Source: an optimization exercise on an open RTL-to-GDS flow (aim: small area, a short achievable clock period and few clock cycles per item). Production flows keep margins and buffers that such runs may drop.
RTL that was checked went through simulation tests only; none was proved equivalent to the original.

==> job 2815: inputs <==
## iir_df1_biquad_axis
module iir_df1_biquad_axis
#(
    parameter int unsigned coeff_width  = 16,
    parameter int unsigned inout_width  = 16,
    parameter int unsigned scale_factor = 14,
    parameter int          a1_int_coeff = -31880,
    parameter int          a2_int_coeff = 15531,
    parameter int          bo_int_coeff = 167,
    parameter int          b1_int_coeff = -302,
    parameter int          b2_int_coeff = 167
) (
    input  logic                          clk,
    input  logic                          rst,
    input  logic                          s_axis_tvalid,
    input  logic signed [inout_width-1:0] s_axis_tdata,
    output logic                          m_axis_tready,
    output logic signed [inout_width-1:0] m_axis_tdata,
    output logic                          m_axis_tvalid
);
Settings: LEC_CHECK=0, ABC_AREA=1, CAP_MARGIN=20, CORE_MARGIN=2, CORE_UTILIZATION=40, SETUP_SLACK_MARGIN=3.0, SLEW_MARGIN=20, SYNTH_HIERARCHICAL=1, SYNTH_MINIMUM_KEEP_SIZE=0; clock period 7.0 ns.
run.sh (not shown) runs the stock make flow with config.mk's settings and CLKGATE_MAP_FILE= SYNTH_SCRIPT=/design/flow/synth_recipe.tcl, a recipe that flattens the netlist after the stock synthesis.
==> job 7998: changes against job 2815 <==
Settings changed: SETUP_SLACK_MARGIN 3.0 to 3.3.
==> results.json <==
{
  "worstMarginPinSlew_ns": 0.967,
  "track_usage_pct": 18.1,
  "crit_top_cell": "nand2_1",
  "area.sequential_um2": 2680,
  "buf_share_pct": 2.77,
  "dr_wl_met3_mm": 1.10,
  "outcome": "no timing/DRC/antenna violations",
  "vias_per_cell": 4.78,
  "regToRegEndpoint": "ga_q[9]",
  "fin_crit_sh_pct": 53.9,
  "post_cts_buffers": 0,
  "wl_met2_mm": 12.3,
  "area_growth_pct": 11.4,
  "seq_area_share_pct": 20.2,
  "nets": 1638,
  "met1_usage_pct": 25.4
}
Source of the figures above: job 2815

==> results.json <==
{
  "r2r-start": "ga_q[16]",
  "vias_per_cell": 4.78,
  "clock_area_share_pct": 4.42,
  "met1_usage_pct": 25.3,
  "outcome": "no timing/DRC/antenna violations",
  "area.sequential_um2": 2710,
  "worstMarginPinSlew_ns": 0.966,
  "top_layer": "met4",
  "cts.reportedPaths.clkPinSlew_ns": 0.06,
  "dr_wl_met3_mm": 1.16,
  "nets": 1674,
  "post_cts_buffers": 3,
  "wl_met2_mm": 13.0,
  "track_usage_pct": 18.3,
  "seq_area_share_pct": 19.6
}
Source of the figures above: job 7998

Function was not checked in any run of this note: the RTL went through the layout flow alone.

---

==> raven: inputs <==
Another version of the RTL of iir_df1_biquad_axis (not shown whole).
Design iir_df1_biquad_axis, start of the top module:
module iir_df1_biquad_axis
#(
    parameter int unsigned coeff_width  = 16,
    parameter int unsigned inout_width  = 16,
    parameter int unsigned scale_factor = 14,
    parameter int          a1_int_coeff = -31880,
    parameter int          a2_int_coeff = 15531,
    parameter int          bo_int_coeff = 167,
    parameter int          b1_int_coeff = -302,
    parameter int          b2_int_coeff = 167
) (
    input  logic                          clk,
    input  logic                          rst,
    input  logic                          s_axis_tvalid,
    input  logic signed [inout_width-1:0] s_axis_tdata,
    output logic                          m_axis_tready,
    output logic signed [inout_width-1:0] m_axis_tdata,
    output logic                          m_axis_tvalid
);
clock: 7.0 ns
lec_check: 0
abc_area: 1
cap_margin: 20
core_margin: 2
core_utilization: 40
setup_slack_margin: 3.2
slew_margin: 20
synth_hierarchical: 1
synth_minimum_keep_size: 0
standard.sh (not shown) runs the stock make flow with config.mk's settings and CLKGATE_MAP_FILE= SYNTH_SCRIPT=/design/flow/synth_recipe.tcl, a recipe that flattens the netlist after the stock synthesis.
==> flow/flow/run.sh <==
#!/bin/bash
# The standard layout (standard.sh: the ORFS flow, standard synthesis included), with
# one change: the buffers placed on the input and output ports are buf_2 cells instead of
# the delay buffers buffer_ports picks by default. Every port still gets its buffer.
set -euo pipefail
export BUFFER_PORTS_ARGS="-buffer_cell sky130_fd_sc_hd__buf_2"
bash standard.sh finish > standard_flow.log 2>&1
==> inputs of yarrow, as changes to raven <==
--- a/flow/design.v
+++ b/flow/design.v
@@ -677,55 +677,55 @@
     iir_fa u_lt3 (.a(ga_q[11]), .b(gb_q[11]), .c(y1_q[8]), .s(lt3), .co(lt4));
     iir_fa u_lt5 (.a(ga_q[12]), .b(gb_q[12]), .c(y1_q[9]), .s(lt5), .co(lt6));
     iir_fa u_lt7 (.a(ga_q[13]), .b(gb_q[13]), .c(y1_q[10]), .s(lt7), .co(lt8));
     iir_fa u_lt9 (.a(ga_q[14]), .b(gb_q[14]), .c(y1_q[11]), .s(lt9), .co(lt10));
     iir_fa u_lt11 (.a(ga_q[15]), .b(gb_q[15]), .c(y1_q[12]), .s(lt11), .co(lt12));
     iir_ha u_lt13 (.a(y1_q[8]), .b(y1_q[0]), .s(lt13), .co(lt14));
     iir_fa u_lt15 (.a(ga_q[16]), .b(gb_q[16]), .c(y1_q[13]), .s(lt15), .co(lt16));
     assign lt17 = ~y1_q[6];
-    iir_fa u_lt18 (.a(y1_q[9]), .b(y1_q[1]), .c(lt17), .s(lt18), .co(lt19));
+    iir_fa u_lt18 (.a(y1_q[9]), .b(lt17), .c(y1_q[1]), .s(lt18), .co(lt19));
     iir_fa u_lt20 (.a(ga_q[17]), .b(gb_q[17]), .c(y1_q[14]), .s(lt20), .co(lt21));
     assign lt22 = ~y1_q[7];
-    iir_fa u_lt23 (.a(y1_q[10]), .b(y1_q[2]), .c(lt22), .s(lt23), .co(lt24));
+    iir_fa u_lt23 (.a(y1_q[10]), .b(lt22), .c(y1_q[2]), .s(lt23), .co(lt24));
     iir_fa u_lt25 (.a(ga_q[18]), .b(gb_q[18]), .c(y1_q[11]), .s(lt25), .co(lt26));
     assign lt27 = ~y1_q[3];
-    iir_fa u_lt28 (.a(lt27), .b(y1_q[15]), .c(y1_q[8]), .s(lt28), .co(lt29));
+    iir_fa u_lt28 (.a(y1_q[15]), .b(y1_q[8]), .c(lt27), .s(lt28), .co(lt29));
     iir_fa u_lt30 (.a(ga_q[19]), .b(gb_q[19]), .c(y1_q[12]), .s(lt30), .co(lt31));
-    iir_ha u_lt32 (.a(y1_q[4]), .b(y1_q[9]), .s(lt32), .co(lt33));
-    assign lt34 = y1_q[4] & ~y1_q[9];
+    iir_ha u_lt32 (.a(y1_q[9]), .b(y1_q[4]), .s(lt32), .co(lt33));
+    assign lt34 = ~y1_q[9] & y1_q[4];
     iir_fa u_lt35 (.a(ga_q[20]), .b(gb_q[20]), .c(y1_q[13]), .s(lt35), .co(lt36));
-    iir_ha u_lt37 (.a(y1_q[5]), .b(y1_q[10]), .s(lt37), .co(lt38));
-    assign lt39 = y1_q[5] & ~y1_q[10];
+    iir_ha u_lt37 (.a(y1_q[10]), .b(y1_q[5]), .s(lt37), .co(lt38));
+    assign lt39 = ~y1_q[10] & y1_q[5];
     iir_fa u_lt40 (.a(ga_q[21]), .b(gb_q[21]), .c(y1_q[14]), .s(lt40), .co(lt41));
-    iir_ha u_lt42 (.a(y1_q[6]), .b(y1_q[11]), .s(lt42), .co(lt43));
-    assign lt44 = y1_q[6] & ~y1_q[11];
+    iir_ha u_lt42 (.a(y1_q[11]), .b(y1_q[6]), .s(lt42), .co(lt43));
+    assign lt44 = ~y1_q[11] & y1_q[6];
     iir_fa u_lt45 (.a(ga_q[22]), .b(gb_q[22]), .c(y1_q[7]), .s(lt45), .co(lt46));
     iir_ha u_lt47 (.a(y1_q[15]), .b(y1_q[12]), .s(lt47), .co(lt48));
     assign lt49 = ~(y1_q[15] | y1_q[12]);
     iir_fa u_lt50 (.a(ga_q[23]), .b(gb_q[23]), .c(y1_q[8]), .s(lt50), .co(lt51));
     iir_ha u_lt52 (.a(ga_q[24]), .b(gb_q[24]), .s(lt52), .co(lt53));
     iir_ha u_lt54 (.a(ga_q[25]), .b(gb_q[25]), .s(lt54), .co(lt55));
     iir_ha u_lt56 (.a(y1_q[7]), .b(y1_q[3]), .s(lt56), .co(lt57));
     iir_fa u_lt58 (.a(y1_q[4]), .b(lt2), .c(lt3), .s(lt58), .co(lt59));
     iir_fa u_lt60 (.a(y1_q[5]), .b(lt4), .c(lt5), .s(lt60), .co(lt61));
     iir_fa u_lt62 (.a(y1_q[6]), .b(lt6), .c(lt7), .s(lt62), .co(lt63));
     iir_fa u_lt64 (.a(y1_q[7]), .b(lt8), .c(lt9), .s(lt64), .co(lt65));
     iir_fa u_lt66 (.a(lt13), .b(lt10), .c(lt11), .s(lt66), .co(lt67));
     iir_fa u_lt68 (.a(lt14), .b(lt12), .c(lt15), .s(lt68), .co(lt69));
-    iir_fa u_lt70 (.a(lt16), .b(lt20), .c(lt19), .s(lt70), .co(lt71));
-    iir_fa u_lt72 (.a(lt21), .b(lt25), .c(lt24), .s(lt72), .co(lt73));
-    assign lt74 = ~lt32;
-    iir_fa u_lt75 (.a(lt74), .b(lt26), .c(lt30), .s(lt75), .co(lt76));
+    iir_fa u_lt70 (.a(lt16), .b(lt19), .c(lt20), .s(lt70), .co(lt71));
+    iir_fa u_lt72 (.a(lt21), .b(lt24), .c(lt25), .s(lt72), .co(lt73));
+    assign lt74 = ~lt26;
+    iir_fa u_lt75 (.a(lt32), .b(lt74), .c(lt29), .s(lt75), .co(lt76));
     iir_fa u_lt77 (.a(lt34), .b(lt31), .c(lt35), .s(lt77), .co(lt78));
     iir_fa u_lt79 (.a(lt39), .b(lt36), .c(lt40), .s(lt79), .co(lt80));
     iir_fa u_lt81 (.a(lt44), .b(lt47), .c(lt41), .s(lt81), .co(lt82));
     iir_fa u_lt83 (.a(lt49), .b(lt46), .c(lt50), .s(lt83), .co(lt84));
     assign lt85 = ~y1_q[14];
-    iir_fa u_lt86 (.a(y1_q[9]), .b(lt85), .c(lt52), .s(lt86), .co(lt87));
+    iir_fa u_lt86 (.a(lt85), .b(y1_q[9]), .c(lt52), .s(lt86), .co(lt87));
     iir_fa u_lt88 (.a(y1_q[15]), .b(y1_q[10]), .c(lt53), .s(lt88), .co(lt89));
     iir_fa u_lt90 (.a(ga_q[26]), .b(gb_q[26]), .c(y1_q[11]), .s(lt90), .co(lt91));
     iir_ha u_lt92 (.a(ga_q[27]), .b(gb_q[27]), .s(lt92), .co(lt93));
     iir_ha u_lt94 (.a(ga_q[28]), .b(gb_q[28]), .s(lt94), .co(lt95));
     iir_ha u_lt96 (.a(ga_q[29]), .b(gb_q[29]), .s(lt96), .co(lt97));
     iir_ha u_lt98 (.a(ga_q[7]), .b(y1_q[4]), .s(lt98), .co(lt99));
     iir_fa u_lt100 (.a(ga_q[8]), .b(y1_q[5]), .c(y1_q[1]), .s(lt100), .co(lt101));
     iir_fa u_lt102 (.a(ga_q[9]), .b(y1_q[6]), .c(y1_q[2]), .s(lt102), .co(lt103));
@@ -739,36 +739,36 @@
     assign lt115 = ~y1_q[4];
     iir_fa u_lt116 (.a(lt115), .b(lt63), .c(lt64), .s(lt116), .co(lt117));
     assign lt118 = ~y1_q[5];
     iir_fa u_lt119 (.a(lt118), .b(lt65), .c(lt66), .s(lt119), .co(lt120));
     iir_fa u_lt121 (.a(lt18), .b(lt67), .c(lt68), .s(lt121), .co(lt122));
     iir_fa u_lt123 (.a(lt23), .b(lt69), .c(lt70), .s(lt123), .co(lt124));
     assign lt125 = ~lt28;
     iir_fa u_lt126 (.a(lt125), .b(lt71), .c(lt72), .s(lt126), .co(lt127));
-    assign lt128 = ~lt29;
-    iir_fa u_lt129 (.a(lt128), .b(lt75), .c(lt73), .s(lt129), .co(lt130));
-    assign lt131 = ~lt37;
-    iir_fa u_lt132 (.a(lt131), .b(lt76), .c(lt77), .s(lt132), .co(lt133));
+    assign lt128 = ~lt75;
+    iir_fa u_lt129 (.a(lt30), .b(lt73), .c(lt128), .s(lt129), .co(lt130));
+    assign lt131 = ~lt77;
+    iir_fa u_lt132 (.a(lt37), .b(lt76), .c(lt131), .s(lt132), .co(lt133));
     assign lt134 = ~lt42;
     iir_fa u_lt135 (.a(lt134), .b(lt78), .c(lt79), .s(lt135), .co(lt136));
     iir_fa u_lt137 (.a(lt45), .b(lt80), .c(lt81), .s(lt137), .co(lt138));
     assign lt139 = ~y1_q[13];
     iir_fa u_lt140 (.a(lt139), .b(lt82), .c(lt83), .s(lt140), .co(lt141));
     iir_fa u_lt142 (.a(lt51), .b(lt86), .c(lt84), .s(lt142), .co(lt143));
     iir_fa u_lt144 (.a(lt54), .b(lt87), .c(lt88), .s(lt144), .co(lt145));
     iir_fa u_lt146 (.a(lt55), .b(lt90), .c(lt89), .s(lt146), .co(lt147));
     iir_fa u_lt148 (.a(y1_q[12]), .b(lt92), .c(lt91), .s(lt148), .co(lt149));
     iir_fa u_lt150 (.a(y1_q[13]), .b(lt93), .c(lt94), .s(lt150), .co(lt151));
     iir_fa u_lt152 (.a(y1_q[14]), .b(lt95), .c(lt96), .s(lt152), .co(lt153));
     iir_ha u_lt154 (.a(y1_q[15]), .b(lt97), .s(lt154), .co(lt155));
     assign lt156 = ~y1_q[15] & lt97;
     logic [31:0] la, lb;
-    assign la = {lt156, lt153, lt151, lt149, lt147, lt145, lt143, lt141, lt138, lt136, lt133, lt130, lt127, lt124, lt122, lt120, lt117, lt114, lt112, lt109, lt106, lt103, lt101, lt99, lt98, ga_q[6], ga_q[5], ga_q[4], ga_q[3], ga_q[2], ga_q[1], ga_q[0]};
-    assign lb = {1'b1, ~lt154, lt152, lt150, lt148, lt146, lt144, lt142, lt140, lt137, lt135, lt132, lt129, lt126, lt123, lt121, lt119, lt116, lt113, lt111, lt108, lt105, lt102, lt100, y1_q[0], y1_q[3], y1_q[2], y1_q[1], y1_q[0], 1'b0, 1'b0, 1'b0};
+    assign la = {lt156, lt153, lt151, lt149, lt147, lt145, lt143, lt141, lt138, lt136, ~lt133, lt130, lt127, lt124, lt122, lt120, lt117, lt114, lt112, lt109, lt106, lt103, lt101, lt99, lt98, ga_q[6], ga_q[5], ga_q[4], ga_q[3], ga_q[2], ga_q[1], ga_q[0]};
+    assign lb = {1'b1, ~lt154, lt152, lt150, lt148, lt146, lt144, lt142, lt140, lt137, lt135, ~lt132, lt129, lt126, lt123, lt121, lt119, lt116, lt113, lt111, lt108, lt105, lt102, lt100, y1_q[0], y1_q[3], y1_q[2], y1_q[1], y1_q[0], 1'b0, 1'b0, 1'b0};
     logic [28:14] cs;
     logic [28:0] lcg, lcp;
     assign lcg[0] = la[0] & lb[0];
     assign lcp[0] = la[0] | lb[0];
     assign lcg[1] = la[1] & lb[1];
     assign lcp[1] = la[1] | lb[1];
     assign lcg[2] = la[2] & lb[2];
     assign lcp[2] = la[2] | lb[2];
==> flow/run.sh (new file) <==
#!/bin/bash
# synth_recipe.tcl (not shown) runs the flow's synth.tcl, then flattens the netlist and writes it again
# the make line also repeats each setting of config.mk as NAME=value (left out here)
make -C /OpenROAD-flow-scripts/flow DESIGN_CONFIG=/design/flow/config.mk WORK_HOME=/design/flow/orfs CLKGATE_MAP_FILE= SYNTH_SCRIPT=/design/flow/synth_recipe.tcl finish
Settings changed: SETUP_SLACK_MARGIN 3.2 to 3.6.
removed: flow/flow/run.sh
removed: flow/standard.sh
==> reports/results.txt <==
Worst-path clk slew: 60 ps
crit-path most repeated cell: nand2_1
status: no timing/DRC/antenna violations
worst-path fanout max: 12
setup slack, reg-to-reg: 3360 ps
Final Hold Slack: 515 ps
most common cell after layout, fill and taps aside: nand2_1
post-synthesis compound-gate area fraction: 7.86%
the above is filed under raven

==> reports/results.txt <==
Final Hold Slack: 513 ps
most common cell after layout, fill and taps aside: inv_1
Worst-path clk slew: 70 ps
post-synthesis compound-gate area fraction: 7.86%
setup slack, reg-to-reg: 3350 ps
Final Non-Filler Cells: 1,906
status: no timing/DRC/antenna violations
crit-path most repeated cell: nand2_4
the above is filed under yarrow

Testbench counts of raven, summed over its fixed seeds: cycles 24,024, items 24,000.
Only the layout flow was run in yarrow; the RTL was not checked for function there.

## port drivers added, routing unchanged
The results above use ideal ports. As a check the final layouts listed here were re-extracted and re-timed, cells and wires unchanged. Step 1 sets driving cells, clkbuf_16 on the clock port and buf_2 on the other inputs (assumed; they add their load-dependent delay and slew). Step 2 adds t to the input delays and takes it off the output delays; t is the mean of the earliest and latest rising clock arrival at the registers after step 1. Input paths then give back, and output paths get back, about the clock's delay inside the block. a / b / c = ideal / step 1 / step 2; a / b = the first two.
run	t (ns)	setup WS [ns]	latest minus earliest clock arrival (ns)	worst register clock-pin slew, ns	worst slew at a driven data input, ns
job 2815	0.465	3.229 / 3.235 / 2.785	0.015 / 0.016	0.06 / 0.06	0.03
job 7998	0.464	3.399 / 3.419 / 2.955	0.016 / 0.016	0.06 / 0.06	0.03
raven	0.466	3.360 / 3.360 / 3.360	0.015 / 0.015	0.07 / 0.07	0.05
yarrow	0.469	3.350 / 3.350 / 3.201	0.014 / 0.014	0.07 / 0.07	0.03
After both steps every run listed still meets setup and hold.
